What follows belongs to an exercise in optimizing a design on an open flow for small area; a production flow would make more cautious choices.
The RTL was checked by simulation tests, not by an equivalence proof against the original design.
Power is estimated from default activity; no workload was simulated.

// branch_target_buffer
module branch_target_buffer (
  input  logic        clk,
  input  logic        rst_n,
  input  logic [31:0] PC_IF,
  input  logic        StallID,
  input  logic        FlushID,
  input  logic        BranchValid_EX,
  input  logic        BranchTaken_EX,
  input  logic [31:0] PC_EX,
  input  logic [31:0] BranchTarget_EX,
  output logic        BranchPredictSel,
  output logic [31:0] BranchPredictTarget,
  output logic        PredictHit_ID
);
  localparam int ENTRIES = 16;
  logic [ENTRIES-1:0] valid_q;
  logic [25:0]        tag_q    [ENTRIES];
  logic [31:0]        target_q [ENTRIES];
  logic [1:0]         ctr_q    [ENTRIES];
  logic               sel_q, hit_q;
  logic [31:0]        tgt_q;
  logic [3:0]  if_idx, ex_idx;
  logic [25:0] if_tag, ex_tag;
  assign if_idx = PC_IF[5:2];
  assign if_tag = PC_IF[31:6];
  assign ex_idx = PC_EX[5:2];
  assign ex_tag = PC_EX[31:6];
  logic [ENTRIES-1:0]    if_sel, ex_sel;
  logic [28*ENTRIES-1:0] if_data;
  logic [29*ENTRIES-1:0] ex_data;
  for (genvar i = 0; i < ENTRIES; i++) begin : rd
    assign if_sel[i] = if_idx == i;
    assign ex_sel[i] = ex_idx == i;
    assign if_data[28*i +: 28] = {valid_q[i], ctr_q[i][1], tag_q[i]};
    assign ex_data[29*i +: 29] = {valid_q[i], ctr_q[i], tag_q[i]};
  end
  logic        if_v, if_c1, ex_v;
  logic [25:0] if_t, ex_t;
  logic [1:0]  ex_ctr;
  btb_onehot_mux #(.W(28), .N(ENTRIES)) u_if_rd (.sel(if_sel), .d(if_data), .o({if_v, if_c1, if_t}));
  btb_onehot_mux #(.W(29), .N(ENTRIES)) u_ex_rd (.sel(ex_sel), .d(ex_data), .o({ex_v, ex_ctr, ex_t}));
  logic if_hit, if_taken, ex_hit;
  assign if_hit   = if_v && if_t == if_tag;
  assign if_taken = if_hit && if_c1;
  assign ex_hit   = ex_v && ex_t == ex_tag;
  logic        ld, ld_t, ld_p, hold;
  logic [31:0] pc4, tgt_d;
  logic [ENTRIES+1:0] tgt_sel;
  logic [32*(ENTRIES+2)-1:0] tgt_data;
  assign pc4  = {PC_IF[31:2] + 30'd1, PC_IF[1:0]};
  assign ld   = !FlushID && !StallID;
  assign ld_t = ld && if_taken;
  assign ld_p = ld && !if_taken;
  assign hold = !FlushID && StallID;
  for (genvar i = 0; i < ENTRIES; i++) begin : tsel
    assign tgt_sel[i]           = if_sel[i] & ld_t;
    assign tgt_data[32*i +: 32] = target_q[i];
  end
  assign tgt_sel[ENTRIES]               = ld_p;
  assign tgt_data[32*ENTRIES +: 32]     = pc4;
  assign tgt_sel[ENTRIES+1]             = hold;
  assign tgt_data[32*(ENTRIES+1) +: 32] = tgt_q;
  ...
Size in the first run: about 1000 flip-flops, roughly 140 I/O pins, ~40000 um2 of cells after synthesis.
==> flow/config.mk <==
export PLATFORM = sky130hd
export DESIGN_NAME = branch_target_buffer
export DESIGN_NICKNAME = branch_target_buffer
export VERILOG_FILES = /design/flow/design.v
export SDC_FILE = /design/flow/constraint.sdc
export NUM_CORES = 4
export LEC_CHECK = 0
export CAP_MARGIN = 20
export CORE_MARGIN = 2
export CORE_UTILIZATION = 80
export SETUP_SLACK_MARGIN = 0.2
export SLEW_MARGIN = 20
export SYNTH_HIERARCHICAL = 1
export SYNTH_MINIMUM_KEEP_SIZE = 0
==> flow/constraint.sdc <==
create_clock -name core_clock -period 6.5 [get_ports {clk}]
set_input_delay 1.3000 -clock core_clock [delete_from_list [all_inputs] [get_ports {clk}]]
set_output_delay 1.3000 -clock core_clock [all_outputs]
set_load 0.01 [all_outputs]
standard.sh (not shown) runs the stock make flow with config.mk's settings and CLKGATE_MAP_FILE= SYNTH_SCRIPT=/design/flow/synth_recipe.tcl, a recipe that flattens the netlist after the stock synthesis.
==> flow/flow/run.sh <==
#!/bin/bash
# The standard layout (the standard.sh, with its standard synthesis), with two tool
# options changed: port buffers use the smallest buffer, and CTS builds larger clusters
# without dummy loads. The make output goes to make.log; ORFS keeps each step's log in orfs/logs.
set -euo pipefail
export BUFFER_PORTS_ARGS="-buffer_cell sky130_fd_sc_hd__buf_1"
export CTS_ARGS="-sink_clustering_enable -repair_clock_nets -dont_use_dummy_load -buf_list sky130_fd_sc_hd__clkbuf_8 -sink_clustering_size 18 -sink_clustering_max_diameter 50"
bash standard.sh finish > make.log 2>&1
The baseline passed the timing, DRC and antenna checks.
Next try:
--- a/flow/flow/run.sh
+++ b/flow/flow/run.sh
@@ -7 +7 @@
-export CTS_ARGS="-sink_clustering_enable -repair_clock_nets -dont_use_dummy_load -buf_list sky130_fd_sc_hd__clkbuf_8 -sink_clustering_size 18 -sink_clustering_max_diameter 50"
+export CTS_ARGS="-sink_clustering_enable -repair_clock_nets -dont_use_dummy_load -buf_list sky130_fd_sc_hd__clkbuf_16 -sink_clustering_size 20 -sink_clustering_max_diameter 80"
Settings changed: CORE_UTILIZATION 80 to 40.
First-iteration DRC count falls by 25%.
Worst setup slack gains 0.14 ns.
Final cell count rises by about 20%.
Next try:
Settings changed: CORE_UTILIZATION 40 to 65.
Non-clock buffer count went up by 2.
First-iteration DRC count came out higher by 1.0%.
Sequential power is about the same.
Global-route usage is higher by 14 points.
Clock skew shrinks by 0.045 ns.
Critical path depth came out lower by 1.
Next try:
--- a/flow/flow/run.sh
+++ b/flow/flow/run.sh
@@ -7 +7 @@
-export CTS_ARGS="-sink_clustering_enable -repair_clock_nets -dont_use_dummy_load -buf_list sky130_fd_sc_hd__clkbuf_16 -sink_clustering_size 20 -sink_clustering_max_diameter 80"
+export CTS_ARGS="-sink_clustering_enable -repair_clock_nets -dont_use_dummy_load -buf_list sky130_fd_sc_hd__clkbuf_16 -sink_clustering_size 25 -sink_clustering_max_diameter 100"
Outcome: Cell area goes down by 0.65%; count of clock-buffer cells in the layout goes down by 11; sequential share of layout area goes up by 0.46 points; register-to-register slack got worse by 0.04 ns; total power goes down by 2.9%; worst setup slack got worse by 0.062 ns; worst hold slack is about the same.

-- what the ideal ports hide --
No port has a modelled driver above. Below, the same layouts with a new extraction and two added sets of constraints.
Step 1 sets driving cells, clkbuf_16 on the clock port and buf_2 on the other inputs (assumed; they add their load-dependent delay and slew).
Step 2 adds t to the input delays and takes it off the output delays; t is the mean of the earliest and latest rising clock arrival at the registers after step 1. Input paths then give back, and output paths get back, about the clock's delay inside the block.
a / b / c = ideal / step 1 / step 2; a / b = the first two.
run | shift t [ns] | slack for setup (ns) | worst hold slack (ns) | worst setup path at the end
the first run | 0.742 | 0.964 / 0.920 / 0.179 | 0.461 / 0.461 / 0.461 | input to register
the second run | 0.694 | 1.105 / 1.141 / 0.448 | 0.478 / 0.476 / 0.478 | input to register
the third run | 0.703 | 0.979 / 0.958 / 0.255 | 0.478 / 0.478 / 0.478 | input to register
the fourth run | 0.678 | 0.917 / 0.894 / 0.216 | 0.478 / 0.478 / 0.478 | input to register
After both steps every run listed still meets setup and hold. For the first run, which loses most, drivers alone change the setup slack by -0.044 ns; drivers and shift together by -0.785 ns.
